This design comes from an exercise in tuning for a short achievable clock period and few clock cycles on the open sky130 flow, not from production work. Where RTL was checked, it was by simulation tests only, not by an equivalence proof against the original. No functional check of the RTL was part of runs 1 to 3. Power is estimated from default activity; no workload was simulated.

===== design.v =====
package mips_pkg;
    typedef logic [32-1:0]       word_t;
    typedef logic [5-1:0] reg_addr_t;
    typedef enum logic [5:0] {
        OP_SPECIAL = 6'h00,
        OP_BEQ     = 6'h04,
        OP_BNE     = 6'h05,
        OP_ADDIU   = 6'h09,
        OP_ORI     = 6'h0d,
        OP_LW      = 6'h23,
        OP_SW      = 6'h2b
    } opcode_e;
    typedef enum logic [5:0] {
        F_ADDU = 6'h21,
        F_SUBU = 6'h23,
        F_AND  = 6'h24,
        F_OR   = 6'h25,
        F_XOR  = 6'h26,
        F_SLT  = 6'h2a
    } funct_e;
    typedef struct packed {
        logic [5:0] opcode;
        reg_addr_t  rs;
        reg_addr_t  rt;
        reg_addr_t  rd;
        logic [4:0] shamt;
        logic [5:0] funct;
    } instr_t;
    typedef enum logic [2:0] {
        ALU_ADD,
        ALU_SUB,
        ALU_AND,
        ALU_OR,
        ALU_XOR,
        ALU_SLT
    } alu_op_e;
    typedef struct packed {
        alu_op_e alu_op;
        logic    use_imm;        
        logic    imm_zero_ext;
        logic    gpr_we;
        logic    wa_is_rd;       
        logic    mem_read;
        logic    mem_write;
        logic    branch;
        logic    branch_ne;
    } ctrl_t;
    typedef enum logic [1:0] {
        FWD_REG,
        FWD_MEM,
        FWD_WB
    } fwd_sel_e;
    function automatic word_t fwd_select(fwd_sel_e sel, word_t reg_val, word_t mem_val,
                                         word_t wb_val);
        word_t val;
        case (sel)
            mips_pkg::FWD_MEM: val = mem_val;
            mips_pkg::FWD_WB:  val = wb_val;
            default: val = reg_val;
        endcase
        fwd_select = val;
    endfunction
endpackage
`timescale 1ns/1ns
module mips_core (
    input  logic            clk,
    input  logic            rst,
    output mips_pkg::word_t iport_addr_o,
    input  mips_pkg::word_t iport_data_i,
    output mips_pkg::word_t dport_addr_o,
    output mips_pkg::word_t dport_wdata_o,
    output logic            dport_we_o,
    output logic            dport_re_o,
    input  mips_pkg::word_t dport_rdata_i
);
    typedef logic [31:0] word_t;
    typedef logic [4:0]  ra_t;
    function automatic word_t add32(word_t x, word_t y);
        word_t p, g, pp;
        p  = x ^ y;
        g  = x;
        g[0] = x[0] & y[0];
        pp = p;
        for (int l = 1; l < 32; l = l * 2) begin
            for (int i = 31; i >= l; i--) begin
                g[i]  = pp[i] ? g[i - l] : g[i];
                pp[i] = pp[i] & pp[i - l];
            end
        end
        add32 = p ^ {g[30:0], 1'b0};
    endfunction
    word_t pc;
    word_t id_instr;
    word_t id_pc4;
    word_t id_ra, id_rb;             
    logic  id_a_ex, id_a_ld, id_a_res, id_a_wb, id_a_rf;
    logic  id_b_ex, id_b_ld, id_b_res, id_b_wb, id_b_rf;
    word_t ex_a, ex_b, ex_t;         
    logic  ex_a_res, ex_b_res, ex_t_res;
    logic  ex_sub, ex_add, ex_and, ex_or, ex_xor, ex_slt;
    logic  ex_br, ex_bne;
    logic  ex_ld, ex_st, ex_we;
    ra_t   ex_wa;
    word_t mem_res;
    word_t mem_addr;                 
    word_t mem_wdata;
    logic  mem_ld, mem_st, mem_we;
    logic  mem_ldv;                  
    ra_t   mem_wa;
    word_t wb_data;
    logic  wb_we;
    ra_t   wb_wa;
    word_t regs [1:31];
    logic [5:0]  op, fn;
    ra_t         rd, rt;
    logic [15:0] imm;
    logic        d_r, d_addu, d_subu, d_and, d_or, d_xor, d_slt;
    logic        d_addiu, d_ori, d_lw, d_sw, d_beq, d_bne, d_br;
    logic        d_we, d_use_rs, d_use_rt;
    ra_t         d_wa;
    assign op  = id_instr[31:26];
    assign rt  = id_instr[20:16];
    assign rd  = id_instr[15:11];
    assign fn  = id_instr[5:0];
    assign imm = id_instr[15:0];
    assign d_addu  = op == 6'h00 && fn == 6'h21;
    assign d_subu  = op == 6'h00 && fn == 6'h23;
    assign d_and   = op == 6'h00 && fn == 6'h24;
    assign d_or    = op == 6'h00 && fn == 6'h25;
    assign d_xor   = op == 6'h00 && fn == 6'h26;
    assign d_slt   = op == 6'h00 && fn == 6'h2a;
    assign d_r     = d_addu | d_subu | d_and | d_or | d_xor | d_slt;
    assign d_addiu = op == 6'h09;
    assign d_ori   = op == 6'h0d;
    assign d_lw    = op == 6'h23;
    assign d_sw    = op == 6'h2b;
    assign d_beq   = op == 6'h04;
    assign d_bne   = op == 6'h05;
    assign d_br    = d_beq | d_bne;
    assign d_wa = d_r ? rd : rt;
    assign d_we = (d_r | d_addiu | d_ori | d_lw) && d_wa != 5'd0;
    assign d_use_rs = d_r | d_addiu | d_ori | d_lw | d_sw | d_br;
    assign d_use_rt = d_r | d_sw | d_br;
    logic stall;
    assign stall = ex_ld && ((id_a_ex && d_use_rs) || (id_b_ex && d_use_rt));
    ra_t   f_rs, f_rt;
    word_t f_ra, f_rb;
    assign f_rs = iport_data_i[25:21];
    assign f_rt = iport_data_i[20:16];
    assign f_ra = (f_rs == 5'd0) ? 32'd0 : (wb_we && wb_wa == f_rs) ? wb_data : regs[f_rs];
    assign f_rb = (f_rt == 5'd0) ? 32'd0 : (wb_we && wb_wa == f_rt) ? wb_data : regs[f_rt];
    logic f_a_ex, f_a_mem, f_a_wb, f_b_ex, f_b_mem, f_b_wb;
    assign f_a_ex  = d_we   && d_wa   == f_rs;
    assign f_a_mem = ex_we  && ex_wa  == f_rs;
    assign f_a_wb  = mem_we && mem_wa == f_rs;
    assign f_b_ex  = d_we   && d_wa   == f_rt;
    assign f_b_mem = ex_we  && ex_wa  == f_rt;
    assign f_b_wb  = mem_we && mem_wa == f_rt;
    word_t val_a, val_b;
    assign val_a = ({32{id_a_ld}}  & dport_rdata_i)
                 | ({32{id_a_res}} & mem_res)
                 | ({32{id_a_wb}}  & wb_data)
                 | ({32{id_a_rf}}  & id_ra);
    assign val_b = ({32{id_b_ld}}  & dport_rdata_i)
                 | ({32{id_b_res}} & mem_res)
                 | ({32{id_b_wb}}  & wb_data)
                 | ({32{id_b_rf}}  & id_rb);
    word_t imm_ext;
    logic  d_use_imm;
    assign imm_ext   = d_ori ? {16'h0, imm} : {{16{imm[15]}}, imm};
    assign d_use_imm = d_addiu | d_ori | d_lw | d_sw;
    word_t id_target;
    logic  id_late, id_redirect;
    assign id_target   = add32(id_pc4, {{14{imm[15]}}, imm, 2'b00});
    assign id_late     = id_a_ex || id_b_ex || id_a_ld || id_b_ld;
    assign id_redirect = d_br && (id_late || ((val_a == val_b) != d_bne));
    word_t a, b, t;
    word_t sum;
    word_t alu;
    logic  slt;
    logic  ex_taken, mispredict;
    assign a = ({32{ex_a_res}} & (mem_res ^ {32{ex_sub}})) | ex_a;
    assign b = ({32{ex_b_res}} & mem_res) | ex_b;
    assign t = ({32{ex_t_res}} & mem_res) | ex_t;
    assign sum = add32(a, b) ^ {32{ex_sub}};
    assign slt = (a[31] == b[31]) ? ~b[31] : sum[31];
    word_t logic_res;
    always_comb begin
        for (int i = 0; i < 32; i++) begin
            logic_res[i] = (a[i] ^ b[i]) ? (ex_or | ex_xor) : (a[i] & (ex_and | ex_or));
        end
    end
    assign alu = ({32{ex_add}} & sum) | logic_res | {31'd0, ex_slt & slt};
    assign ex_taken   = (a == t) != ex_bne;
    assign mispredict = ex_br && !ex_taken;
    word_t pc4;
    assign pc4          = add32(pc, 32'd4);
    assign iport_addr_o = pc;
    always_ff @(posedge clk) begin
        if (rst) begin
            pc <= 32'h0000_0000;
        end else if (mispredict) begin
            pc <= id_pc4;
        end else if (!stall) begin
            pc <= id_redirect ? id_target : pc4;
        end
    end
    always_ff @(posedge clk) begin
        if (rst || mispredict) begin
            id_instr <= 32'd0;               
        end else if (!stall) begin
            id_instr <= iport_data_i;
        end
        if (!stall) begin
            id_pc4   <= pc4;
            id_ra    <= f_ra;
            id_rb    <= f_rb;
            id_a_ex  <= f_a_ex;
            id_a_ld  <= !f_a_ex && f_a_mem && ex_ld;
            id_a_res <= !f_a_ex && f_a_mem && !ex_ld;
            id_a_wb  <= !f_a_ex && !f_a_mem && f_a_wb;
            id_a_rf  <= !f_a_ex && !f_a_mem && !f_a_wb;
            id_b_ex  <= f_b_ex;
            id_b_ld  <= !f_b_ex && f_b_mem && ex_ld;
            id_b_res <= !f_b_ex && f_b_mem && !ex_ld;
            id_b_wb  <= !f_b_ex && !f_b_mem && f_b_wb;
            id_b_rf  <= !f_b_ex && !f_b_mem && !f_b_wb;
        end else begin
            if (id_a_wb) id_ra <= wb_data;
            if (id_b_wb) id_rb <= wb_data;
            id_a_ex  <= 1'b0;
            id_a_ld  <= id_a_ex;
            id_a_res <= 1'b0;
            id_a_wb  <= id_a_ld || id_a_res;
            id_a_rf  <= id_a_wb || id_a_rf;
            id_b_ex  <= 1'b0;
            id_b_ld  <= id_b_ex;
            id_b_res <= 1'b0;
            id_b_wb  <= id_b_ld || id_b_res;
            id_b_rf  <= id_b_wb || id_b_rf;
        end
    end
    always_ff @(posedge clk) begin
        ex_a      <= id_a_ex ? 32'd0 : ((d_subu | d_slt) ? ~val_a : val_a);
        ex_b      <= d_use_imm ? imm_ext : (id_b_ex ? 32'd0 : val_b);
        ex_t      <= id_b_ex ? 32'd0 : val_b;
        ex_a_res  <= id_a_ex;
        ex_b_res  <= id_b_ex && !d_use_imm;
        ex_t_res  <= id_b_ex;
        ex_wa     <= d_wa;
        ex_bne    <= d_bne;
        ex_sub    <= d_subu | d_slt;
        ex_add    <= d_addu | d_subu | d_addiu | d_lw | d_sw;
        ex_and    <= d_and;
        ex_or     <= d_or | d_ori;
        ex_xor    <= d_xor;
        ex_slt    <= d_slt;
        if (rst || stall) begin
            ex_br <= 1'b0;
            ex_ld <= 1'b0;
            ex_st <= 1'b0;
            ex_we <= 1'b0;
        end else begin
            ex_br <= d_br && id_late;
            ex_ld <= d_lw;
            ex_st <= d_sw;
            ex_we <= d_we;
        end
    end
    always_ff @(posedge clk) begin
        mem_res   <= alu;
        mem_addr  <= sum;
        mem_wdata <= t;
        mem_wa    <= ex_wa;
        if (rst) begin
            mem_ld  <= 1'b0;
            mem_ldv <= 1'b0;
            mem_st  <= 1'b0;
            mem_we  <= 1'b0;
        end else begin
            mem_ld  <= ex_ld;
            mem_ldv <= ex_ld && ex_we;
            mem_st  <= ex_st;
            mem_we  <= ex_we;
        end
    end
    assign dport_addr_o  = mem_addr;
    assign dport_wdata_o = mem_wdata;
    assign dport_we_o    = mem_st;
    assign dport_re_o    = mem_ld;
    always_ff @(posedge clk) begin
        wb_data <= mem_ldv ? dport_rdata_i : mem_res;
        wb_wa   <= mem_wa;
        wb_we   <= rst ? 1'b0 : mem_we;
    end
    always_ff @(posedge clk) begin
        if (wb_we) regs[wb_wa] <= wb_data;
    end
endmodule

===== run.sh =====
#!/bin/bash
# synth_recipe.tcl (not shown) runs the flow's synth.tcl, then flattens the netlist and writes it again
# the make line also repeats each setting of config.mk as NAME=value (left out here)
make -C /OpenROAD-flow-scripts/flow DESIGN_CONFIG=/design/flow/config.mk WORK_HOME=/design/flow/orfs CLKGATE_MAP_FILE= SYNTH_SCRIPT=/design/flow/synth_recipe.tcl finish

===== config.mk =====
export PLATFORM = sky130hd
export DESIGN_NAME = mips_core
export DESIGN_NICKNAME = mips_core
export VERILOG_FILES = /design/flow/design.v
export SDC_FILE = /design/flow/constraint.sdc
export NUM_CORES = 4
export LEC_CHECK = 0
export ABC_CLOCK_PERIOD_IN_PS = 2500
export CAP_MARGIN = 20
export CORE_MARGIN = 2
export CORE_UTILIZATION = 40
export SETUP_SLACK_MARGIN = 3.8
export SLEW_MARGIN = 20

===== constraint.sdc =====
create_clock -name core_clock -period 6.5 [get_ports {clk}]
set_input_delay 1.3000 -clock core_clock [delete_from_list [all_inputs] [get_ports {clk}]]
set_output_delay 1.3000 -clock core_clock [all_outputs]
set_load 0.01 [all_outputs]

==> results of run 1 <==
logic make-up (layout without fill, tap and decap cells):
logic type | count (synthesis) | after routing
adder cells (fa/ha/maj) | 24 | 24
other | 0 | 11
multiplexers | 769 | 770
flip-flops | 1415 | 1415
AO/OA/AOI/OAI | 1191 | 1193
AND/OR/NAND/NOR | 1089 | 1100
XOR/XNOR | 266 | 266
buffers and inverters | 527 | 1048
cells in the final DEF, fill, tap and decap left out, drive strengths merged, types with 20 or more instances in the layout:
| cell type | n |
|---|---|
| a221oi | 74 |
| maj3 | 23 |
| xor2 | 85 |
| nand3 | 48 |
| o211ai | 20 |
| inv | 98 |
| buf | 568 |
| nor2 | 422 |
| clkinv | 62 |
| nand2 | 324 |
| a21oi | 316 |
| mux4 | 468 |
| nand4 | 22 |
| nor4 | 32 |
| mux2 | 77 |
| a21o | 55 |
| edfxtp | 1088 |
| dfxtp | 327 |
| clkdlybuf4s50 | 26 |
| a22o | 71 |
| mux2i | 225 |
| nor2b | 32 |
| o21ai | 281 |
| clkdlybuf4s15 | 33 |
| a211oi | 29 |
| nor3 | 44 |
| o22ai | 42 |
| nand2b | 33 |
| nor4b | 24 |
| xnor2 | 181 |
| and3 | 25 |
| a22oi | 95 |
| clkbuf | 212 |
| o221ai | 48 |
sequential cells by signal (all words and copies together) (netlist names), 27 cells and up:
| register | cells |
|---|---|
| id_instr | 27 |
| mem_wdata | 32 |
| wb_data | 32 |
| ex_b | 32 |
| mem_addr | 32 |
| id_rb | 32 |
| id_pc4 | 32 |
| regs | 992 |
| pc | 32 |
| ex_a | 32 |
| id_ra | 32 |
| ex_t | 32 |
| mem_res | 32 |
metal layers:
layer / vias to the layer above / GRT usage, % / part of all wire, % / wire length, um
met3: 728 / 4.703 / 8.5 / 21780
met2: 3054 / 44.77 / 48 / 121900
met5: - / 0 / 0 / 0
met1: 26390 / 34.78 / 37 / 95130
li1: 21595 / - / - / -
met4: 0 / 15.21 / 6.4 / 16300
where the power goes:
group	leakage, uW	switching (uW)	internal, uW
clock	0.00240	3860	4810
combinational	0.0152	1800	1550
sequential	0.0130	379	10000
per-stage QoR:
stage               worst slack [ns]  hold WS [ns]  instance area, um^2
floorplan                      2.329        0.3290                72350
global placement               1.069        0.3860                75440
detailed placement             1.018        0.3824                75440
CTS                            2.966        0.3941                85120
global route                   2.695        0.4048                86690
finish                         2.775        0.3922                86700
cells in the mapped netlist, types with 16 or more instances:
cell / number
edfxtp_1: 1088
mux4_2: 468
nor2_1: 421
dfxtp_1: 327
nand2_1: 322
a21oi_1: 313
clkbuf_1: 278
o21ai_0: 256
mux2i_1: 224
xnor2_1: 181
a22oi_1: 95
inv_1: 84
xor2_1: 83
mux2_2: 77
buf_1: 75
a22o_1: 71
buf_2: 65
a221oi_1: 60
a21o_1: 55
o221ai_1: 48
nand3_1: 47
nor3_1: 44
o22ai_1: 42
nor2b_1: 32
nor4_1: 32
a211oi_1: 25
and3_1: 25
nand2b_1: 25
nor4b_1: 24
maj3_1: 23
nand4_1: 22
o21ai_1: 20
o211ai_1: 19
a221o_1: 17
and2_1: 17
o21a_1: 16
worst register-to-register path, stage by stage (launching register included):
cell and delay [ns]:
dfxtp_4 0.41, buf_12 0.17, a22o_1 0.22, a221oi_2 0.26, xnor2_1 0.14, nor4_2 0.46, nand4_1 0.17, buf_6 0.18
or3_4 0.34, a31oi_4 0.30, buf_6 0.14, or2_4 0.20, buf_4 0.15, o22ai_1 0.07, o21a_1 0.17, a211oi_1 0.20
final cells by class:
class                      count  share of cell area [%]
sequential                  1415                   45.47
multi-input combinational   3353                   36.72
timing repair buffer         678                   8.239
clock buffer                 197                   4.738
tap                         2340                   3.377
clock inverter                83                  0.9366
inverter                      86                  0.4084
timing repair inverter         4                 0.07649
antenna                       11                 0.03175
worst paths after layout:
check                                        from        end  slack [ns]  depth (start not counted)
worst max-delay path            dport_rdata_i[28]     pc[25]        2.77                         15
worst min-delay path                     ex_wa[3]  mem_wa[3]        0.39                          0
worst max register to register            id_b_ld     pc[25]        2.78                         15
worst min register to register           ex_wa[3]  mem_wa[3]        0.39                          0
timing repair:
| action | CTS | global route |
|---|---|---|
| setup endpoints to repair | 556 | 364 |
| hold endpoints to repair | 0 | 0 |
| buffers inserted | 261 | 66 |
| pin swaps | 152 | 115 |
| cloned | 42 | 13 |
| resized for setup | 836 | 214 |
==> flow_summary.yaml, run 1 <==
power:
  finalPower_uw: 22430
  leakage_uw: 0.03053
  power.density_nw_per_um2: 258.7
  irDropWorstVdd_uv: 277.6
clocking:
  ctsLongestPathBuffers: 3
  cts_sinks: 1415
  cts_root_buf: "clkbuf_16"
  clk_latency_ns: 0.84
  path_clk_slew_ns: 0.06
  ctsHoldBuffers: 0
  h-tree-depth: 4
  cts-buffers-inserted: 154
  cts_tree: "done"
timing:
  period_minus_slack_ns: 3.725
  rsz0062_at_grt: "true"
  min_period_over_period_pct: 57.31
  fin_skew_ns: 0.05801
  hold_viol: 0
  relSlewSlack_pct: 22.51
  fmax_ghz: 0.2684
  finalSetupViolations: 0
  report.final.slew_viol_count: 0
  worst_pin_slew_ns: 1.161
  finalSetupTns_ns: 0
die:
  die_x_um: 424.4
  rows: 154
  start_util_pct: 40.19
  die_area_um2: 180100
  dieHeight_um: 424.4
  core_um2: 175900
  ioPinCount: 164
routing:
  routed_wl_mm: 255.1
  drt-vias-per-instance: 6.339
  drtAntennaViolNets: 0
  dr.first_iter.drc_count: 6924
  drt_pass1_iterations: 6
  via_count: 51767
  drc: 0
  wire_per_inst_um: 31.24
critical_path:
  crit_path_cell_trace: "buf_8, a22o_1, a221oi_2, xnor2_1, nor4_2, nand4_1, buf_6, or3_4, a31oi_4, buf_6, or2_4, buf_4, o22ai_1, o21a_1, a211oi_1"
  start_kind: "input pin"
  cp_max_fo: 7
  crit_required_ns: 7.19
  critPathMostFrequentCell: "buf_6"
  crit_family: "compound AO/OA/AOI/OAI gates"
  slowest_delay_ns: 0.46
  critPathBufInv: 4
  worst_setup_path_end_kind: "flop"
  crit_arrival_ns: 4.42
  cp_slowest_cell: "nor4_2"
  worstSetupPathType: "in -> reg"
global_routing:
  antenna_found_initial: 23
  track_usage_pct: 27.45
  grt_pass1_wl_mm: 359.6
  grt_max_degree: 79
  grt_pass1_vias: 50384
  overflow: 0
placed_design:
  io_buffers: 163
  placed_cells: 7494
  gp_congestion: 0.9315
  hpwlAfterDp_mm: 142.8
synthesis:
  netlist_area_um2: 70710
  ys_seq_elements: 1415
  async_reset_ff_share_pct: 0
  synth-compound-area-share_pct: 11.34
  yosys.area.top_type: "edfxtp_1"
  synthCells: 5281
  synth.top_cell.area_share_pct: 46.21
  synthSimpleGateAreaFrac_pct: 7.100
  synth_mux_area_share_pct: 19.30
  synthAdderAreaFrac_pct: 0.3433
  synthDistinctLibCells: 100
  avgSynthCellArea_um2: 13.39
  synth_top_family_by_area: "multiplexers"
  synth_area_leaders: "edfxtp_1 46%, mux4_2 15%, dfxtp_1 9.3%"
  synth_edf_count: 1088
  ys_seq_area_share_pct: 55.47
  synth_xor_xnor_area_share_pct: 3.316
  yosys_warnings: 1
  synth-main-ff-cell: "edfxtp_1"
run_status:
  status: "complete, no violations"
finish:
  multiInputGateArea_um2: 31840
  nFillCells: 14802
  nets: 5759
  instances_no_fill: 8167
  area_growth_pct: 22.62
  ff_latch_area_um2: 39420
  drive_gt1_share_pct: 32.36
  final_util_pct: 49.28
flow_run:
  cap_violations: 0
worst_hold_path:
  hold_path.class: "reg -> reg"
==> run 2: changes to the inputs <==
--- a/design.v
+++ b/design.v
@@ -175,3 +175,6 @@
     assign id_late     = id_a_ex || id_b_ex || id_a_ld || id_b_ld;
-    assign id_redirect = d_br && (id_late || ((val_a == val_b) != d_bne));
+    word_t cmp_a, cmp_b;
+    assign cmp_a = ({32{id_a_res}} & mem_res) | ({32{id_a_wb}} & wb_data) | ({32{id_a_rf}} & id_ra);
+    assign cmp_b = ({32{id_b_res}} & mem_res) | ({32{id_b_wb}} & wb_data) | ({32{id_b_rf}} & id_rb);
+    assign id_redirect = d_br && (id_late || ((cmp_a == cmp_b) != d_bne));
     word_t a, b, t;
==> run 2 against run 1 <==
Against the previous run:
- still clean
- die area down 0.77%
- synthesized cell count is 0.91% lower
- sequential power hardly changed
- cell area down 1.4%
- setup slack worse by 0.17 ns
- clock skew is 0.013 ns lower
- maximum frequency decreased by 4.3%
- final cell count down 1.9%
- power grew 1.0%
- non-clock buffer count fell by 88
- worst hold slack got worse by 0.0054 ns
- via count fell by 1.2%
- critical endpoint is now pc[28]
- largest cell class unchanged
- largest power group unchanged
==> flow_summary.yaml, run 2 <==
run_status:
  status: "complete, no violations"
timing:
  min_period_over_period_pct: 59.90
  fin_skew_ns: 0.04457
  hold_viol: 0
  relSlewSlack_pct: 28.90
  fmax_ghz: 0.2568
  finalWorstSetupSlack_ns: 2.606
  finalSetupViolations: 0
  report.final.slew_viol_count: 0
  finalSetupTns_ns: 0
  worst_pin_slew_ns: 1.067
  period_minus_slack_ns: 3.894
  rsz0062_at_grt: "true"
placed_design:
  io_buffers: 163
  hpwlAfterDp_mm: 142.7
  gp_congestion: 0.9142
  dp_slack_ns: 1.693
  placed_cell_area_um2: 74730
synthesis:
  avgSynthCellArea_um2: 13.41
  synth-compound-area-share_pct: 11.08
  ys_seq_elements: 1415
  synth_top_family_by_area: "multiplexers"
  ys_seq_area_share_pct: 55.90
  synthTopCellsByCount: "1088 x edfxtp_1, 463 x mux4_2, 394 x nor2_1"
  synthAdderAreaFrac_pct: 0.3317
  synthCells: 5233
  yosys_warnings: 1
  yosys.area.top_type: "edfxtp_1"
  synth_area_leaders: "edfxtp_1 47%, mux4_2 15%, dfxtp_1 9.3%"
  synth.top_cell.area_share_pct: 46.57
  netlist_area_um2: 70150
  async_reset_ff_share_pct: 0
  synth_xor_xnor_area_share_pct: 3.446
  synthSimpleGateAreaFrac_pct: 6.965
  synthDistinctLibCells: 94
  synth-main-ff-cell: "edfxtp_1"
  yosysMostFrequentCell: "edfxtp_1"
  synth_mux_area_share_pct: 19.28
  synth_edf_count: 1088
finish:
  nets: 5626
  mostFrequentLayoutCells: "1088 x edfxtp_1, 463 x mux4_2, 348 x nor2_1"
  regMostFlops: "regs"
  final_util_pct: 49.15
  nFillCells: 14689
  largest_register_ffs: 992
  multiInputGateArea_um2: 30850
  area_growth_pct: 21.90
  finalInstanceArea_um2: 85520
  final_common_cell: "edfxtp_1"
  drive_gt1_share_pct: 30.11
  ff_latch_area_um2: 39440
critical_path:
  r2r_setup_slack_ns: 2.61
  rr_worst_depth: 12
  critPathBufInv: 3
  cp_max_fo: 6
  slowest_delay_ns: 0.55
  crit_path_cell_trace: "buf_12, buf_16, o21ai_2, a221oi_2, or4_1, or4_1, or4b_4, or4_4, buf_6, and3_4, or4_4, a31oi_1"
  crit_required_ns: 7.24
  crit_family: "simple AND/OR/NAND/NOR gates"
  path_depth: 12
  cp_slowest_cell: "or4b_4"
  worstSetupPathType: "reg -> reg"
  start_kind: "flop"
  worst_setup_path_end_kind: "flop"
  crit_arrival_ns: 4.63
routing:
  dr.first_iter.drc_count: 7281
  routed_wl_mm: 252.1
  via_count: 51127
  drc: 0
  drtAntennaViolNets: 0
  drt-vias-per-instance: 6.382
  wire_per_inst_um: 31.46
  drt_pass1_iterations: 11
global_routing:
  overflow: 0
  track_usage_pct: 27.31
  grt_max_degree: 97
  grt_pass1_wl_mm: 356.5
  antenna_found_initial: 11
  grt_pass1_vias: 49427
worst_hold_path:
  hold_depth: 0
  hold_path.class: "reg -> reg"
clocking:
  cts_root_buf: "clkbuf_16"
  clk_latency_ns: 0.82
  cts_sinks: 1415
  h-tree-depth: 4
  ctsLongestPathBuffers: 3
  ctsHoldBuffers: 0
  cts_tree: "done"
  cts-buffers-inserted: 152
  path_clk_slew_ns: 0.06
flow_run:
  cap_violations: 0
die:
  core_um2: 174000
  start_util_pct: 40.32
  dieHeight_um: 422.8
  die_area_um2: 178800
  die_x_um: 422.8
  ioPinCount: 164
  rows: 153
power:
  finalPower_uw: 22660
  leakage_uw: 0.03026
  power.density_nw_per_um2: 264.9
  irDropWorstVdd_uv: 192.1
run 2: cell types whose count changed in the layout (fill, tap and decap cells not counted), sizes merged, moves of 31 or more:
| cell | change |
|---|---|
| buf | -98 |
| a22oi | -72 |
| xor2 | +31 |
| o21ai | -40 |
| a21oi | +46 |
| a222oi | +65 |
run 2: worst paths after layout:
kind / from / endpoint
hold / removal: mem_wa[4] / wb_wa[4]
setup reg to reg: ex_sub / pc[28]
hold reg to reg: mem_wa[4] / wb_wa[4]
setup / recovery: ex_sub / pc[28]
run 2: cell families after synthesis:
family,Yosys count
flip-flops,1415
adder cells (fa/ha/maj),23
multiplexers,763
buffers and inverters,523
AND/OR/NAND/NOR,1062
XOR/XNOR,276
AO/OA/AOI/OAI,1171
run 2: stage by stage:
step / cells / hold WS (ns)
final: 8011 / 0.3868
after global routing: 8011 / 0.4031
after CTS: 7950 / 0.3846
after detailed placement: 7432 / 0.3807
after global placement: 7432 / 0.3866
after floorplan: 5233 / 0.3290
run 2: cell type report:
| type | instances | area share [%] |
|---|---|---|
| inverter | 89 | 0.4053 |
| clock buffer | 199 | 4.938 |
| tap | 2325 | 3.402 |
| clock inverter | 79 | 1.163 |
| antenna | 3 | 0.008778 |
| multi-input combinational | 3311 | 36.07 |
| sequential | 1415 | 46.11 |
| timing repair buffer | 590 | 7.902 |
run 2: repair_timing:
item / CTS / global route
setup endpoints to repair: 665 / 296
buffers inserted: 191 / 45
pin swaps: 82 / 54
cloned: 49 / 13
gates resized for setup: 793 / 131
hold endpoints to repair: 0 / 0
run 2: metal layers:
layer / vias up / track usage (%) / wire length, um
met5: - / 0 / 10
met4: 2 / 13.70 / 14150
met3: 548 / 4.371 / 23150
met2: 3107 / 43.77 / 119000
met1: 26166 / 36.06 / 95770
li1: 21304 / - / -
run 2: report_power, final:
| part | total (uW) | internal (uW) | switching (uW) |
|---|---|---|---|
| clock network | 9130 | 5330 | 3800 |
| registers | 10400 | 10000 | 396 |
| logic | 3100 | 1410 | 1690 |
| total | 22700 | 16800 | 5890 |
==> run 3: changes to the inputs <==
--- a/design.v
+++ b/design.v
@@ -98,3 +98,3 @@
     word_t ex_a, ex_b, ex_t;         
-    logic  ex_a_res, ex_b_res, ex_t_res;
+    logic  ex_a_ld, ex_a_res, ex_b_ld, ex_b_res, ex_t_ld, ex_t_res;
     logic  ex_sub, ex_add, ex_and, ex_or, ex_xor, ex_slt;
@@ -118,3 +118,3 @@
     logic        d_addiu, d_ori, d_lw, d_sw, d_beq, d_bne, d_br;
-    logic        d_we, d_use_rs, d_use_rt;
+    logic        d_we;
     ra_t         d_wa;
@@ -141,6 +141,2 @@
     assign d_we = (d_r | d_addiu | d_ori | d_lw) && d_wa != 5'd0;
-    assign d_use_rs = d_r | d_addiu | d_ori | d_lw | d_sw | d_br;
-    assign d_use_rt = d_r | d_sw | d_br;
-    logic stall;
-    assign stall = ex_ld && ((id_a_ex && d_use_rs) || (id_b_ex && d_use_rt));
     ra_t   f_rs, f_rt;
@@ -174,7 +170,4 @@
     assign id_target   = add32(id_pc4, {{14{imm[15]}}, imm, 2'b00});
-    assign id_late     = id_a_ex || id_b_ex || id_a_ld || id_b_ld;
-    word_t cmp_a, cmp_b;
-    assign cmp_a = ({32{id_a_res}} & mem_res) | ({32{id_a_wb}} & wb_data) | ({32{id_a_rf}} & id_ra);
-    assign cmp_b = ({32{id_b_res}} & mem_res) | ({32{id_b_wb}} & wb_data) | ({32{id_b_rf}} & id_rb);
-    assign id_redirect = d_br && (id_late || ((cmp_a == cmp_b) != d_bne));
+    assign id_late     = id_a_ex || id_b_ex;
+    assign id_redirect = d_br && (id_late || ((val_a == val_b) != d_bne));
     word_t a, b, t;
@@ -184,5 +177,11 @@
     logic  ex_taken, mispredict;
-    assign a = ({32{ex_a_res}} & (mem_res ^ {32{ex_sub}})) | ex_a;
-    assign b = ({32{ex_b_res}} & mem_res) | ex_b;
-    assign t = ({32{ex_t_res}} & mem_res) | ex_t;
+    assign a = ({32{ex_a_ld}}  & (dport_rdata_i ^ {32{ex_sub}}))
+             | ({32{ex_a_res}} & (mem_res ^ {32{ex_sub}}))
+             | ex_a;
+    assign b = ({32{ex_b_ld}}  & dport_rdata_i)
+             | ({32{ex_b_res}} & mem_res)
+             | ex_b;
+    assign t = ({32{ex_t_ld}}  & dport_rdata_i)
+             | ({32{ex_t_res}} & mem_res)
+             | ex_t;
     assign sum = add32(a, b) ^ {32{ex_sub}};
@@ -206,3 +205,3 @@
             pc <= id_pc4;
-        end else if (!stall) begin
+        end else begin
             pc <= id_redirect ? id_target : pc4;
@@ -213,33 +212,18 @@
             id_instr <= 32'd0;               
-        end else if (!stall) begin
+        end else begin
             id_instr <= iport_data_i;
         end
-        if (!stall) begin
-            id_pc4   <= pc4;
-            id_ra    <= f_ra;
-            id_rb    <= f_rb;
-            id_a_ex  <= f_a_ex;
-            id_a_ld  <= !f_a_ex && f_a_mem && ex_ld;
-            id_a_res <= !f_a_ex && f_a_mem && !ex_ld;
-            id_a_wb  <= !f_a_ex && !f_a_mem && f_a_wb;
-            id_a_rf  <= !f_a_ex && !f_a_mem && !f_a_wb;
-            id_b_ex  <= f_b_ex;
-            id_b_ld  <= !f_b_ex && f_b_mem && ex_ld;
-            id_b_res <= !f_b_ex && f_b_mem && !ex_ld;
-            id_b_wb  <= !f_b_ex && !f_b_mem && f_b_wb;
-            id_b_rf  <= !f_b_ex && !f_b_mem && !f_b_wb;
-        end else begin
-            if (id_a_wb) id_ra <= wb_data;
-            if (id_b_wb) id_rb <= wb_data;
-            id_a_ex  <= 1'b0;
-            id_a_ld  <= id_a_ex;
-            id_a_res <= 1'b0;
-            id_a_wb  <= id_a_ld || id_a_res;
-            id_a_rf  <= id_a_wb || id_a_rf;
-            id_b_ex  <= 1'b0;
-            id_b_ld  <= id_b_ex;
-            id_b_res <= 1'b0;
-            id_b_wb  <= id_b_ld || id_b_res;
-            id_b_rf  <= id_b_wb || id_b_rf;
-        end
+        id_pc4   <= pc4;
+        id_ra    <= f_ra;
+        id_rb    <= f_rb;
+        id_a_ex  <= f_a_ex;
+        id_a_ld  <= !f_a_ex && f_a_mem && ex_ld;
+        id_a_res <= !f_a_ex && f_a_mem && !ex_ld;
+        id_a_wb  <= !f_a_ex && !f_a_mem && f_a_wb;
+        id_a_rf  <= !f_a_ex && !f_a_mem && !f_a_wb;
+        id_b_ex  <= f_b_ex;
+        id_b_ld  <= !f_b_ex && f_b_mem && ex_ld;
+        id_b_res <= !f_b_ex && f_b_mem && !ex_ld;
+        id_b_wb  <= !f_b_ex && !f_b_mem && f_b_wb;
+        id_b_rf  <= !f_b_ex && !f_b_mem && !f_b_wb;
     end
@@ -249,5 +233,8 @@
         ex_t      <= id_b_ex ? 32'd0 : val_b;
-        ex_a_res  <= id_a_ex;
-        ex_b_res  <= id_b_ex && !d_use_imm;
-        ex_t_res  <= id_b_ex;
+        ex_a_ld   <= id_a_ex && ex_ld;
+        ex_a_res  <= id_a_ex && !ex_ld;
+        ex_b_ld   <= id_b_ex && ex_ld && !d_use_imm;
+        ex_b_res  <= id_b_ex && !ex_ld && !d_use_imm;
+        ex_t_ld   <= id_b_ex && ex_ld;
+        ex_t_res  <= id_b_ex && !ex_ld;
         ex_wa     <= d_wa;
@@ -260,3 +247,3 @@
         ex_slt    <= d_slt;
-        if (rst || stall) begin
+        if (rst) begin
             ex_br <= 1'b0;
==> run 3 against run 2 <==
Against the previous run:
- still clean
- synthesized cell count fell by 7.4%
- combinational power grew 15%
- final cell count is 6.4% lower
- clock power decreased by 5.0%
- global-route usage fell by 1.3 points
- critical endpoint is now pc[22]
- largest power group unchanged
- highest routed layer unchanged
==> flow_summary.yaml, run 3 <==
run_status:
  status: "complete, no violations"
synthesis:
  synthCells: 4848
  async_reset_ff_share_pct: 0
  yosys_warnings: 1
  yosysMostFrequentCell: "edfxtp_1"
  synthDistinctLibCells: 88
  synth.top_cell.area_share_pct: 44.10
  synth-main-ff-cell: "edfxtp_1"
  synth_area_leaders: "edfxtp_1 44%, mux4_2 15%, dfxtp_1 13%"
  ys_seq_area_share_pct: 56.73
  netlist_area_um2: 67550
  yosys.area.top_type: "edfxtp_1"
  ys_seq_elements: 1418
  avgSynthCellArea_um2: 13.93
  synthTopCellsByCount: "992 x edfxtp_1, 445 x nor2_1, 444 x mux4_2"
  synth_edf_count: 992
die:
  rows: 150
  dieHeight_um: 414.9
  start_util_pct: 40.35
  ioPinCount: 164
  core_um2: 167400
  die_x_um: 414.9
  die_area_um2: 172200
clocking:
  h-tree-depth: 4
  clk_latency_ns: 0.81
  cts_root_buf: "clkbuf_16"
  cts_tree: "done"
  cts-buffers-inserted: 152
  path_clk_slew_ns: 0.06
  ctsLongestPathBuffers: 3
  ctsHoldBuffers: 0
  cts_sinks: 1418
finish:
  instances_no_fill: 7497
  area_growth_pct: 22.35
  nets: 5231
  mostFrequentLayoutCells: "992 x edfxtp_1, 444 x mux4_2, 387 x nor2_1"
  final_common_cell: "edfxtp_1"
  regMostFlops: "regs"
  finalInstanceArea_um2: 82640
  drive_gt1_share_pct: 31.46
  largest_register_ffs: 992
power:
  leakage_uw: 0.02839
  irDropWorstVdd_uv: 235.1
  power.density_nw_per_um2: 273.5
placed_design:
  hpwlAfterDp_mm: 128.7
  gp_congestion: 0.9327
  placed_cell_area_um2: 72120
  dp_slack_ns: 0.9249
  io_buffers: 163
  placed_cells: 6961
global_routing:
  track_usage_pct: 26.05
  grt_pass1_wl_mm: 330.0
  antenna_found_initial: 14
  overflow: 0
  grt_max_degree: 93
  met2_usage_pct: 41.52
  grt_pass1_vias: 46400
  grt_util_met1_pct: 35.05
  grt_busiest_layer: "met2"
  globalRouteMet3Util_pct: 4.589
timing:
  fmax_ghz: 0.2742
  rsz0062_at_grt: "true"
  finalSetupViolations: 0
  min_period_over_period_pct: 56.11
  finalWorstSetupSlack_ns: 2.853
  finalSetupTns_ns: 0
  hold_viol: 0
  worst_pin_slew_ns: 1.013
  report.final.slew_viol_count: 0
  fin_skew_ns: 0.04167
  period_minus_slack_ns: 3.647
  relSlewSlack_pct: 32.47
critical_path:
  cp_max_fo: 7
  worstSetupPathType: "in -> reg"
  crit_required_ns: 7.19
  cp_slowest_cell: "or4_4"
  worst_setup_path_end_kind: "flop"
  crit_path_cell_trace: "clkdlybuf4s15_2, a22o_1, o211ai_1, nand4b_1, nor4_1, nand4_1, xor2_4, buf_6, a21o_4, or4_4, a31oi_1"
  crit_arrival_ns: 4.34
  slowest_delay_ns: 0.47
  start_kind: "input pin"
routing:
  wire_per_inst_um: 30.72
  dr.first_iter.drc_count: 6187
  via_count: 47552
  drtAntennaViolNets: 0
  drc: 0
  routed_wl_mm: 230.3
  drt-vias-per-instance: 6.343
  drt_pass1_iterations: 6
flow_run:
  cap_violations: 0
worst_hold_path:
  hold_path.class: "reg -> reg"
[run 3: cell types whose count changed in the layout (fill, tap and decap cells not counted), sizes merged, moves of 45 or more]
cell    previous run  this run
nor2             394       447
dfxtp            327       426
a211oi            23       142
a22oi             23        82
and2               9        54
a21oi            362       221
inv               98        44
edfxtp          1088       992
nand2            333       133
a222oi            66         1
a221o             14        79
buf              470       409
o21ai            241       101
[run 3: per-stage QoR]
| stage | total power [uW] | hold slack, ns | util, % |
|---|---|---|---|
| 4_1_cts | 22440 | 0.3461 | 48.56 |
| 3_5_place_dp | 13420 | 0.3643 | 43.08 |
| 3_3_place_gp | 13400 | 0.3707 | 43.08 |
| 5_1_grt | 23280 | 0.3510 | 49.36 |
| 6_report | 22600 | 0.3455 | 49.37 |
| 2_1_floorplan | 12320 | 0.3510 | - |
[run 3: worst max-delay path: cells and delay by family]
kind | cells | cell delay, ns
compound gates | 4 | 0.89
xor+xnor | 1 | 0.34
buf+inv | 2 | 0.43
simple gates | 4 | 1.36
[run 3: repair_timing]
action / CTS / global route
pin swaps: 177 / 98
hold endpoints to repair: 0 / 0
gates resized for setup: 839 / 198
setup buffers: 151 / 59
endpoints found under the setup margin: 685 / 329
cloned: 38 / 5
[run 3: final timing paths]
check                                 startpoint           to  slack, ns  depth (start not counted)
worst max-delay path            dport_rdata_i[9]       pc[22]       2.85                         11
worst min-delay path                       pc[1]    id_pc4[1]       0.35                          0
worst max register to register          ex_a_res  mem_res[19]       2.87                         13
worst min register to register             pc[1]    id_pc4[1]       0.35                          0
[run 3: kinds of logic (layout without fill, tap and decap cells)]
group                      after synthesis  after routing  share of synthesized area, %
other                                    0             10                             0
and+or+nand+nor                        948            952                         6.642
DFF                                   1418           1418                         56.73
muxes                                  748            748                         19.40
adders and majority gates               32             32                        0.4779
buffers and inverters                  413            840                         2.425
xor gates and xnor gates               250            250                         3.242
AOI/OAI and AO/OA                     1039           1043                         11.09
[run 3: layout make-up]
type	count	area, um^2
diodes	10	25.02
clock buffers	203	4192
clock inverters	70	782.0
fillers	14094	84770
inverters	36	160.2
multi-input cells	3025	30480
flip-flops and latches	1418	38460
well taps	2204	2758
repair buffers	529	5773
repair inverters	2	17.52
[run 3: routing by layer]
metal	wire, um	up-vias
met3	20720	510
met2	107800	2614
met4	10370	8
met5	54	-
met1	91370	24428
li1	-	19992
[run 3: where the power goes]
group | leakage, uW | internal [uW] | total (uW) | switching [uW]
clock | 0.00242 | 4900 | 8670 | 3770
sequential | 0.0127 | 10100 | 10400 | 273
combinational | 0.0132 | 1570 | 3580 | 2010
total | 0.0284 | 16600 | 22600 | 6050
==> run 4: changes to the inputs <==
--- a/design.v
+++ b/design.v
@@ -189,7 +189,3 @@
     word_t logic_res;
-    always_comb begin
-        for (int i = 0; i < 32; i++) begin
-            logic_res[i] = (a[i] ^ b[i]) ? (ex_or | ex_xor) : (a[i] & (ex_and | ex_or));
-        end
-    end
+    assign logic_res = ((a ^ b) & {32{ex_or | ex_xor}}) | (~(a ^ b) & a & {32{ex_and | ex_or}});
     assign alu = ({32{ex_add}} & sum) | logic_res | {31'd0, ex_slt & slt};
==> run 4 against run 3 <==
Against the previous run:
- still clean on timing, DRC and antenna
- setup slack lost 0.23 ns
- sequential share of layout area decreased by 1.3 points
- wire length is 5.8% higher
- cell area up 2.9%
- register-to-register slack got worse by 0.20 ns
- non-clock buffer count rose by 81
- global-route usage up 1.2 points
- critical endpoint is now pc[19]
- largest power group unchanged
==> flow_summary.yaml, run 4 <==
run_status:
  status: "complete, no violations"
global_routing:
  overflow: 0
  grt_pass1_vias: 48021
  track_usage_pct: 27.27
  grt_max_degree: 60
  grt_pass1_wl_mm: 345.0
  antenna_found_initial: 11
timing:
  period_minus_slack_ns: 3.874
  min_period_over_period_pct: 59.60
  fmax_ghz: 0.2581
  worst_pin_slew_ns: 1.031
  hold_viol: 0
  rsz0062_at_grt: "true"
  report.final.slew_viol_count: 0
  finalSetupTns_ns: 0
  relSlewSlack_pct: 31.22
  fin_skew_ns: 0.03628
  finalSetupViolations: 0
finish:
  mostFrequentLayoutCells: "992 x edfxtp_1, 439 x mux4_2, 363 x dfxtp_1"
  area_growth_pct: 24.67
  nFillCells: 13965
  drive_gt1_share_pct: 34.54
  ff_latch_area_um2: 38480
  finalInstanceArea_um2: 85060
  nets: 5436
  multiInputGateArea_um2: 31660
  regMostFlops: "regs"
  final_common_cell: "edfxtp_1"
  largest_register_ffs: 992
routing:
  routed_wl_mm: 243.8
  drt_pass1_iterations: 8
  drtAntennaViolNets: 0
  wire_per_inst_um: 31.72
  drc: 0
  dr.first_iter.drc_count: 6246
  drt-vias-per-instance: 6.447
  via_count: 49551
synthesis:
  yosys_warnings: 1
  synth-main-ff-cell: "edfxtp_1"
  synthDistinctLibCells: 94
  yosys.area.top_type: "edfxtp_1"
  ys_seq_area_share_pct: 56.16
  ys_seq_elements: 1418
  netlist_area_um2: 68230
  synthCells: 4953
  yosysMostFrequentCell: "edfxtp_1"
  synth.top_cell.area_share_pct: 43.66
  async_reset_ff_share_pct: 0
  synth_edf_count: 992
  synth_area_leaders: "edfxtp_1 44%, mux4_2 14%, dfxtp_1 13%"
  synthTopCellsByCount: "992 x edfxtp_1, 439 x mux4_2, 426 x dfxtp_1"
  avgSynthCellArea_um2: 13.77
clocking:
  cts_sinks: 1418
  path_clk_slew_ns: 0.06
  cts-buffers-inserted: 155
  clk_latency_ns: 0.81
  cts_tree: "done"
  h-tree-depth: 4
  cts_root_buf: "clkbuf_16"
  ctsLongestPathBuffers: 3
  ctsHoldBuffers: 0
critical_path:
  worstSetupPathType: "in -> reg"
  cp_max_fo: 4
  slowest_delay_ns: 0.47
  rr_worst_depth: 12
  path_depth: 12
  crit_path_cell_trace: "buf_12, a221o_1, nor3_4, o22ai_2, nor4b_4, nand4_1, xor2_2, buf_6, and2_4, buf_6, or3_4, o2111a_1"
  critPathBufInv: 3
  critPathMostFrequentCell: "buf_6"
  worst_setup_path_end_kind: "flop"
  cp_slowest_cell: "nand4_1"
  crit_required_ns: 7.19
  start_kind: "input pin"
  crit_arrival_ns: 4.56
  crit_family: "simple AND/OR/NAND/NOR gates"
die:
  start_util_pct: 40.26
  die_x_um: 417.0
  core_um2: 169500
  ioPinCount: 164
  dieHeight_um: 417.0
  rows: 151
  die_area_um2: 173900
placed_design:
  io_buffers: 163
  placed_cell_area_um2: 73190
  gp_congestion: 0.9517
  hpwlAfterDp_mm: 140.9
power:
  power.density_nw_per_um2: 270.9
  leakage_uw: 0.02964
  irDropWorstVdd_uv: 280.5
worst_hold_path:
  hold_path.class: "reg -> reg"
  hold_depth: 0
flow_run:
  cap_violations: 0
## run 4: cell types whose count changed after synthesis, moves of 20 or more
cell | previous run | this run
nand2_1 | 133 | 169
maj3_1 | 31 | 5
o21ai_0 | 86 | 106
and2_1 | 54 | 24
xnor2_1 | 163 | 132
ha_1 | 1 | 32
o221ai_1 | 57 | 37
xor2_1 | 87 | 58
nor3_1 | 52 | 78
nor2_1 | 445 | 381
inv_1 | 34 | 76
and3_1 | 23 | 50
## run 4: cell type report
type	count	share of cell area, %
sequential	1418	45.24
multi-input combinational	3076	37.22
timing repair buffer	610	7.958
clock buffer	188	4.741
tap	2218	3.263
clock inverter	92	1.209
inverter	77	0.3560
antenna	7	0.02059
## run 4: per-layer routing
layer	vias to the layer above	wire length [um]	global-route usage [%]
met1	25298	93020	35.71
met4	8	14230	13.52
met5	-	63	0
li1	20600	-	-
met3	714	22610	4.749
met2	2931	113900	43.82
## run 4: final timing paths
kind / end / startpoint / slack (ns)
setup / recovery: pc[19] / dport_rdata_i[7] / 2.63
hold reg to reg: id_pc4[1] / pc[1] / 0.37
hold / removal: id_pc4[1] / pc[1] / 0.37
setup reg to reg: pc[19] / ex_t_ld / 2.67
## run 4: cells by family after synthesis
logic type	count (synthesis)	synth area share, %
flops	1418	56.16
fa+ha+maj	37	0.6602
mux	751	19.18
buf+inv	465	2.725
xor+xnor	193	2.520
compound gates	1072	11.47
simple gates	1017	7.284
## run 4: timing repair
item	CTS	global route
hold endpoints to repair	0	0
pin swaps	162	156
setup endpoints to repair	913	301
cloned	42	6
resized for setup	987	263
buffers inserted	176	91
## run 4: worst reg2reg max path, delay by kind of cell (launching register included)
| kind | cells | cell delay [ns] |
|---|---|---|
| AND/OR/NAND/NOR | 5 | 1.83 |
| AO/OA/AOI/OAI | 3 | 0.75 |
| buffers and inverters | 3 | 0.44 |
| flip-flops | 1 | 0.36 |
| XOR/XNOR | 1 | 0.33 |
## run 4: report_power, final
| group | internal [uW] | switching, uW | total [uW] |
|---|---|---|---|
| sequential | 9960 | 231 | 10200 |
| combinational | 1810 | 2170 | 3980 |
| clock | 5050 | 3810 | 8870 |
## run 4: per-stage QoR
stage	cells	utilization, %	setup slack, ns	total power (uW)	hold WS, ns
after floorplan	4953	-	2.291	12310	0.3516
after global placement	7082	43.16	0.4569	13360	0.3694
after detailed placement	7084	43.19	0.3495	13380	0.3743
after CTS	7582	49.02	2.767	22620	0.3691
after global routing	7683	50.19	2.605	23690	0.3831
final	7686	50.19	2.626	23040	0.3706
Testbench counts of run 4, summed over its fixed seeds: cycles 72,458.
==> run 5: changes to the inputs <==
--- a/design.v
+++ b/design.v
@@ -64,2 +64,83 @@
 `timescale 1ns/1ns
+module ks_nand (input logic a, b, output logic y);
+    assign y = ~(a & b);
+endmodule
+module ks_nor (input logic a, b, output logic y);
+    assign y = ~(a | b);
+endmodule
+module ks_xor (input logic a, b, output logic y);
+    assign y = a ^ b;
+endmodule
+module ks_inv (input logic a, output logic y);
+    assign y = ~a;
+endmodule
+module ks_cell_t (input logic gh, ph, gl, pl, output logic gn, pn);
+    assign gn = ~(gh | (ph & gl));
+    assign pn = ~(ph & pl);
+endmodule
+module ks_cell_n (input logic gnh, pnh, gnl, pnl, output logic g, p);
+    assign g = ~(gnh & (pnh | gnl));
+    assign p = ~(pnh | pnl);
+endmodule
+module ks_add32 (
+    input  logic [31:0] x,
+    input  logic [31:0] y,
+    output logic [31:0] s
+);
+    logic [31:0] p;
+    logic [31:0] g [6];
+    logic [31:0] t [6];
+    for (genvar i = 0; i < 32; i++) begin : g_leaf
+        ks_xor  u_p (.a(x[i]), .b(y[i]), .y(p[i]));
+        ks_nand u_g (.a(x[i]), .b(y[i]), .y(g[0][i]));
+        ks_nor  u_t (.a(x[i]), .b(y[i]), .y(t[0][i]));
+    end
+    for (genvar l = 1; l <= 5; l++) begin : g_lvl
+        localparam int D = 1 << (l - 1);
+        for (genvar i = 0; i < 32; i++) begin : g_bit
+            if (i < D) begin : g_pass
+                ks_inv u_g (.a(g[l-1][i]), .y(g[l][i]));
+                ks_inv u_t (.a(t[l-1][i]), .y(t[l][i]));
+            end else if (l % 2 == 1) begin : g_n
+                ks_cell_n u_c (.gnh(g[l-1][i]), .pnh(t[l-1][i]), .gnl(g[l-1][i-D]),
+                               .pnl(t[l-1][i-D]), .g(g[l][i]), .p(t[l][i]));
+            end else begin : g_t
+                ks_cell_t u_c (.gh(g[l-1][i]), .ph(t[l-1][i]), .gl(g[l-1][i-D]),
+                               .pl(t[l-1][i-D]), .gn(g[l][i]), .pn(t[l][i]));
+            end
+        end
+    end
+    assign s[0] = p[0];
+    for (genvar i = 1; i < 32; i++) begin : g_sum
+        ks_xor u_s (.a(p[i]), .b(g[5][i-1]), .y(s[i]));
+    end
+endmodule
+module ks_eq32 (
+    input  logic [31:0] x,
+    input  logic [31:0] y,
+    output logic        eq
+);
+    logic [31:0] d;
+    logic [15:0] e1;     
+    logic [7:0]  n2;     
+    logic [3:0]  e3;
+    logic [1:0]  n4;
+    for (genvar i = 0; i < 32; i++) begin : g_d
+        ks_xor u_d (.a(x[i]), .b(y[i]), .y(d[i]));
+    end
+    for (genvar i = 0; i < 16; i++) begin : g_1
+        ks_nor u_e (.a(d[2*i]), .b(d[2*i+1]), .y(e1[i]));
+    end
+    for (genvar i = 0; i < 8; i++) begin : g_2
+        ks_nand u_n (.a(e1[2*i]), .b(e1[2*i+1]), .y(n2[i]));
+    end
+    for (genvar i = 0; i < 4; i++) begin : g_3
+        ks_nor u_e (.a(n2[2*i]), .b(n2[2*i+1]), .y(e3[i]));
+    end
+    for (genvar i = 0; i < 2; i++) begin : g_4
+        ks_nand u_n (.a(e3[2*i]), .b(e3[2*i+1]), .y(n4[i]));
+    end
+    ks_nor u_eq (.a(n4[0]), .b(n4[1]), .y(eq));
+endmodule
+`timescale 1ns/1ns
 module mips_core (
@@ -169,5 +250,7 @@
     logic  id_late, id_redirect;
-    assign id_target   = add32(id_pc4, {{14{imm[15]}}, imm, 2'b00});
+    ks_add32 u_target_add (.x(id_pc4), .y({{14{imm[15]}}, imm, 2'b00}), .s(id_target));
     assign id_late     = id_a_ex || id_b_ex;
-    assign id_redirect = d_br && (id_late || ((val_a == val_b) != d_bne));
+    logic  id_eq;
+    ks_eq32 u_id_eq (.x(val_a), .y(val_b), .eq(id_eq));
+    assign id_redirect = d_br && (id_late || (id_eq != d_bne));
     word_t a, b, t;
@@ -186,8 +269,16 @@
              | ex_t;
-    assign sum = add32(a, b) ^ {32{ex_sub}};
+    word_t raw_sum;
+    ks_add32 u_alu_add (.x(a), .y(b), .s(raw_sum));
+    assign sum = raw_sum ^ {32{ex_sub}};
     assign slt = (a[31] == b[31]) ? ~b[31] : sum[31];
     word_t logic_res;
-    assign logic_res = ((a ^ b) & {32{ex_or | ex_xor}}) | (~(a ^ b) & a & {32{ex_and | ex_or}});
+    always_comb begin
+        for (int i = 0; i < 32; i++) begin
+            logic_res[i] = (a[i] ^ b[i]) ? (ex_or | ex_xor) : (a[i] & (ex_and | ex_or));
+        end
+    end
     assign alu = ({32{ex_add}} & sum) | logic_res | {31'd0, ex_slt & slt};
-    assign ex_taken   = (a == t) != ex_bne;
+    logic  ex_eq;
+    ks_eq32 u_ex_eq (.x(a), .y(t), .eq(ex_eq));
+    assign ex_taken   = ex_eq != ex_bne;
     assign mispredict = ex_br && !ex_taken;
--- a/config.mk
+++ b/config.mk
@@ -13 +13,3 @@
 export SLEW_MARGIN = 20
+export SYNTH_HIERARCHICAL = 1
+export SYNTH_MINIMUM_KEEP_SIZE = 0
==> run 5 against run 4 <==
Against the previous run:
- still clean
- clock-buffer cell count grew 21
- area after synthesis grew 0.36%
- synthesized cell count shrank 1.0%
- global-route usage shrank 2.4 points
- maximum frequency grew 17%
- wire length shrank 8.6%
- clock power shrank 5.0%
- die area grew 0.36%
- highest routed layer unchanged
==> flow_summary.yaml, run 5 <==
power:
  irDropWorstVdd_uv: 284.0
  finalPower_uw: 22500
  power.density_nw_per_um2: 273.4
  leakage_uw: 0.02887
global_routing:
  grt_max_degree: 70
  grt_pass1_wl_mm: 317.3
  track_usage_pct: 24.82
  overflow: 0
  grt_pass1_vias: 45683
  antenna_found_initial: 12
timing:
  min_period_over_period_pct: 50.96
  fin_skew_ns: 0.03057
  relSlewSlack_pct: 37.74
  fmax_ghz: 0.3019
  finalSetupTns_ns: 0
  finalSetupViolations: 0
  period_minus_slack_ns: 3.313
  worst_pin_slew_ns: 0.9338
  report.final.slew_viol_count: 0
  hold_viol: 0
  rsz0062_at_grt: "true"
synthesis:
  synthCells: 4903
  yosys_warnings: 10
  avgSynthCellArea_um2: 13.97
  netlist_area_um2: 68470
critical_path:
  crit_path_cell_trace: "buf_4, a22o_1, a221oi_2, inv_1, xor2_1, nor2_1, nand2_1, nor2_2, nand2_2, nor2_4, xor2_4, o31ai_4, buf_6, buf_6, nor2_1, or3_4, a21oi_2"
  slowest_delay_ns: 0.36
  start_kind: "input pin"
  crit_family: "simple AND/OR/NAND/NOR gates"
  rr_worst_depth: 20
  crit_arrival_ns: 4.04
  cp_slowest_cell: "or3_4"
  worst_setup_path_end_kind: "flop"
  crit_start: "dport_rdata_i[31]"
  worstSetupPathType: "in -> reg"
  path_depth: 17
  crit_required_ns: 7.22
  r2r_setup_slack_ns: 3.19
  critPathBufInv: 4
  crit_end: "pc[8]"
  cp_max_fo: 7
  reg2reg_to: "pc[13]"
  rr_startpoint: "ex_a_res"
placed_design:
  hpwlAfterDp_mm: 129.6
  placed_cells: 7086
  gp_congestion: 0.9095
  io_buffers: 163
clocking:
  ctsHoldBuffers: 0
  cts_tree: "done"
  h-tree-depth: 4
  ctsLongestPathBuffers: 3
  path_clk_slew_ns: 0.06
  clk_latency_ns: 0.81
  cts_root_buf: "clkbuf_16"
  cts-buffers-inserted: 152
  cts_sinks: 1418
die:
  dieHeight_um: 417.7
  core_um2: 169700
  rows: 151
  start_util_pct: 40.36
  die_area_um2: 174500
  ioPinCount: 164
  die_x_um: 417.7
finish:
  drive_gt1_share_pct: 35.41
  final_common_cell: "edfxtp_1"
  regMostFlops: "regs"
  nets: 5339
  multiInputGateArea_um2: 30250
  final_util_pct: 48.50
  mostFrequentLayoutCells: "992 x edfxtp_1, 506 x mux4_2, 370 x dfxtp_1"
  instances_no_fill: 7610
  area_growth_pct: 20.17
  largest_register_ffs: 992
  ff_latch_area_um2: 38440
  nFillCells: 14496
worst_hold_path:
  min_from: "pc[1]"
  hold_path.class: "reg -> reg"
routing:
  drt_pass1_iterations: 6
  drt-vias-per-instance: 6.107
  via_count: 46472
  drc: 0
  wire_per_inst_um: 29.28
  dr.first_iter.drc_count: 5166
  drtAntennaViolNets: 0
  routed_wl_mm: 222.8
flow_run:
  cap_violations: 0
run_status:
  status: "complete, no violations"
[run 5: cell types whose count changed in the layout (fill, tap and decap cells not counted), moves of 48 or more]
cell,delta
inv_2,+48
o22a_1,+50
a31oi_1,+48
nand2_1,+150
a21oi_2,+71
a22o_1,-57
xor2_1,+189
mux2i_1,-96
o21ai_2,+97
a211oi_1,-57
xnor2_1,-49
mux4_2,+67
o22ai_1,-78
[run 5: final cells by class]
| cell class | count | area share (%) |
|---|---|---|
| timing repair buffer | 538 | 6.707 |
| tap | 2218 | 3.373 |
| antenna | 6 | 0.01825 |
| inverter | 127 | 0.6249 |
| multi-input combinational | 3033 | 36.76 |
| clock buffer | 209 | 5.069 |
| clock inverter | 61 | 0.7253 |
| sequential | 1418 | 46.72 |
[run 5: layer usage]
layer	wire, um	up-vias	global-route usage [%]
met5	74	-	0
met3	18350	421	4.598
met4	8006	10	8.670
li1	-	19942	-
met1	87680	23827	32.40
met2	108700	2272	41.51
[run 5: metrics by stage]
| stage | setup WS [ns] | cell area [um^2] | hold WS (ns) |
|---|---|---|---|
| final | 3.187 | 82290 | 0.3776 |
| after global routing | 3.115 | 82280 | 0.3814 |
| after CTS | 3.222 | 81410 | 0.3760 |
| after detailed placement | 1.030 | 73280 | 0.3679 |
| after global placement | 1.111 | 73270 | 0.3731 |
| after floorplan | 3.046 | 69680 | 0.3516 |
[run 5: worst min path at each step]
stage                end  depth (start not counted)
5_1_grt        id_pc4[1]                          0
4_1_cts        id_pc4[1]                          0
3_5_place_dp   id_pc4[1]                          0
6_report       id_pc4[1]                          0
2_1_floorplan  id_pc4[0]                          0
3_3_place_gp   id_pc4[1]                          0
[run 5: what timing repair did]
item | in CTS | in global routing
resized for setup | 788 | 147
gates cloned | 26 | 7
buffers inserted | 183 | 32
pin swaps | 108 | 69
setup endpoints to repair | 317 | 192
[run 5: power by group]
part / internal, uW / switching (uW) / total [uW]
Sequential: 10100 / 252 / 10400
Clock: 4750 / 3680 / 8430
Combinational: 1540 / 2170 / 3700
Testbench counts of run 5, summed over its fixed seeds: cycles 72,458.

==> re-timing with driven ports <==
How much do the figures lean on ideal ports? The routed layouts below were timed once more, with nothing changed but the port constraints. Step 1: set_driving_cell puts a clkbuf_16 on clk and a buf_2 on each other input, an assumption about the parent block. Step 2 times the ports against the registers' clock, not the clock port: input delays grow and output delays shrink by t, the midpoint of the rising clock arrivals with the driver on. Three values: no drivers, after step 1, after step 2; two values: the first two.
run	t (ns)	slack for setup (ns)	hold slack, ns	slew at the worst register clock pin (ns)	cell pins on the clock port's net
run 1	0.900	2.775 / 2.778 / 1.884	0.392 / 0.392 / 0.392	0.07 / 0.07	1
run 2	0.893	2.606 / 2.606 / 2.606	0.387 / 0.387 / 0.387	0.07 / 0.07	1
run 3	0.881	2.853 / 2.872 / 2.023	0.346 / 0.346 / 0.346	0.07 / 0.07	1
run 4	0.879	2.626 / 2.637 / 1.757	0.371 / 0.371 / 0.371	0.06 / 0.06	1
run 5	0.877	3.187 / 3.190 / 2.323	0.378 / 0.378 / 0.378	0.07 / 0.07	1
After both steps every run listed still meets setup and hold. For run 1, which loses most, drivers alone change the setup slack by +0.003 ns; drivers and shift together by -0.891 ns.
